Context: an optimization exercise on an open-source flow, tuned for small area and a short achievable clock period. The choices shown serve that exercise and are no tape-out recipe. The RTL was checked by simulation tests, not by an equivalence proof against the original design. Power and IR drop assume default switching activity.

==> inputs of trial 55 <==
==> flow/design.v (excerpt) <==
module fir_filter
(
	input  logic        clk,
	input  logic        arst_n,  
	input  logic [15:0] x,       
	output logic [15:0] y        
);
	logic        sr;   
	logic [15:0] vr;   
	logic [17:0] r3r;  
	logic [18:0] r5r;  
	logic [14:0] zs0;
	logic [3:0] zc0;
	logic [14:0] zs1;
	logic [3:0] zc1;
	logic [14:0] zs2;
	logic [3:0] zc2;
	logic [14:0] zs3;
	logic [3:0] zc3;
	logic [14:0] zs4;
	logic [3:0] zc4;
	logic [14:0] zs5;
	logic [3:0] zc5;
	logic [14:0] zs6;
	logic [3:0] zc6;
	logic [14:0] zs7;
	logic [3:0] zc7;
	logic [14:0] zs8;
	logic [3:0] zc8;
	logic [14:0] zs9;
	logic [3:0] zc9;
	logic [14:0] zs10;
	logic [3:0] zc10;
	logic [14:0] zs11;
	logic [3:0] zc11;
	logic [14:0] zs12;
	logic [3:0] zc12;
	logic [14:0] zs13;
	logic [3:0] zc13;
	logic [14:0] zs14;
	logic [3:0] zc14;
	logic s411, c412;
	fir_ha u413 (.a(r3r[1]), .b(sr), .s(s411), .co(c412));
	logic i414;
	assign i414 = ~sr;
	logic s415, c416;
	fir_fa u417 (.a(vr[0]), .b(r3r[4]), .ci(i414), .s(s415), .co(c416));
	logic i418;
	assign i418 = ~r3r[0];
	logic s419, c420;
	fir_fa u421 (.a(vr[1]), .b(r3r[5]), .ci(i418), .s(s419), .co(c420));
	logic i422;
	assign i422 = ~r3r[1];
	logic s423, c424;
	fir_fa u425 (.a(vr[2]), .b(r3r[6]), .ci(i422), .s(s423), .co(c424));
	logic i426;
	assign i426 = ~r3r[2];
	logic s427, c428;
  ...
==> flow/config.mk <==
export PLATFORM = sky130hd
export DESIGN_NAME = fir_filter
export DESIGN_NICKNAME = fir_filter
export VERILOG_FILES = /design/flow/design.v
export SDC_FILE = /design/flow/constraint.sdc
export NUM_CORES = 4
export LEC_CHECK = 0
export CAP_MARGIN = 20
export CORE_MARGIN = 2
export CORE_UTILIZATION = 40
export CTS_CLUSTER_DIAMETER = 80
export CTS_CLUSTER_SIZE = 24
export PLACE_DENSITY = 0.6
export SLEW_MARGIN = 20
export SYNTH_HIERARCHICAL = 1
export SYNTH_MINIMUM_KEEP_SIZE = 0
==> flow/constraint.sdc <==
create_clock -name core_clock -period 12.0 [get_ports {clk}]
set_input_delay 2.4000 -clock core_clock [delete_from_list [all_inputs] [get_ports {clk}]]
set_output_delay 2.4000 -clock core_clock [all_outputs]
set_load 0.01 [all_outputs]
standard.sh (not shown) runs the stock make flow with config.mk's settings and CLKGATE_MAP_FILE= SYNTH_SCRIPT=/design/flow/synth_recipe.tcl, a recipe that flattens the netlist after the stock synthesis.
==> flow/flow/run.sh <==
#!/bin/bash
# Layout flow: the standard flow (standard.sh), with faster port buffers.
# The flow's port buffering picks a slow delay-cell buffer for every port; here
# buffer_ports is told to use a plain buffer instead. Everything else is standard.
set -e
cp standard.sh standard_sh_copy.log
export BUFFER_PORTS_ARGS="-buffer_cell sky130_fd_sc_hd__buf_2"
bash standard.sh > standard_run.log 2>&1
==> build 17 (differences from trial 55) <==
--- a/flow/config.mk
+++ b/flow/config.mk
@@ -9,6 +9,6 @@
 export CORE_MARGIN = 2
-export CORE_UTILIZATION = 40
-export CTS_CLUSTER_DIAMETER = 80
-export CTS_CLUSTER_SIZE = 24
-export PLACE_DENSITY = 0.6
+export CORE_UTILIZATION = 60
+export CTS_CLUSTER_DIAMETER = 100
+export CTS_CLUSTER_SIZE = 26
+export PLACE_DENSITY = 0.75
 export SLEW_MARGIN = 20
==> trial 82 (differences from trial 55) <==
--- a/flow/config.mk
+++ b/flow/config.mk
@@ -10,4 +10,4 @@
 export CORE_UTILIZATION = 40
-export CTS_CLUSTER_DIAMETER = 80
-export CTS_CLUSTER_SIZE = 24
+export CTS_CLUSTER_DIAMETER = 100
+export CTS_CLUSTER_SIZE = 20
 export PLACE_DENSITY = 0.6
==> run summary <==
In build 17 the die area is smaller than in trial 82, by 33%.
In combinational power, trial 82 and trial 55 hardly differ.
In area after synthesis, trial 55 and trial 82 do not differ.
Global-route usage, highest first: build 17, trial 82, trial 55.
Power: trial 55 > trial 82 > build 17.
First-iteration DRC count, highest first: build 17, trial 82, trial 55.
==> figures <==
item                                                                     build 17        trial 82        trial 55
Status                                                             finished clean  finished clean  finished clean
Worst Path Arrival                                                        4.72 ns         4.44 ns         4.46 ns
Ratio of layout area to synthesized area                                   1.039x          1.058x          1.065x
Clk pwr                                                                  0.658 mW        0.746 mW        0.855 mW
Largest incremental delay on the critical path                            0.79 ns         0.56 ns         0.56 ns
VDD IR max                                                               0.146 mV        0.121 mV        0.146 mV
Global-route wire length before repair                                   79100 um        82000 um        81600 um
Fraction of final layout cells with drive strength greater than 1           0.118           0.120           0.127
Share of total power in the clock network                                   0.085           0.095           0.107
Critical path origin                                                       arst_n         r5r[18]         r5r[18]
Length of routed met2 wiring                                             23500 um        25000 um        24900 um
Placeable core area                                                    0.0395 mm2      0.0590 mm2      0.0590 mm2
Final cell count without fillers                                             2171            2427            2431
Sequential-cell power consumption                                         2.40 mW         2.41 mW         2.41 mW

-- static timing again, ports no longer ideal --
No port has a modelled driver above. Below, the same layouts with a new extraction and two added sets of constraints.
Step 1: set_driving_cell puts a clkbuf_16 on clk and a buf_2 on each other input, an assumption about the parent block.
Step 2 times the ports against the registers' clock, not the clock port: input delays grow and output delays shrink by t, the midpoint of the rising clock arrivals with the driver on.
a / b / c = ideal ports / drivers / drivers and shift; a / b = the first two.
run | t (ns) | setup slack, ns | slew at the worst register clock pin (ns) | pins driven straight from the clock port
trial 55 | 0.614 | 7.996 / 7.996 / 7.563 | 0.10 / 0.10 | 1
build 17 | 0.581 | 7.837 / 7.838 / 7.258 | 0.11 / 0.11 | 1
trial 82 | 0.603 | 7.996 / 7.996 / 7.566 | 0.09 / 0.09 | 1
After both steps every run listed still meets setup and hold. The setup slack of build 17, which loses most, moves by +0.001 ns with the drivers and by -0.579 ns with both steps. Setup slack includes reset recovery checks.
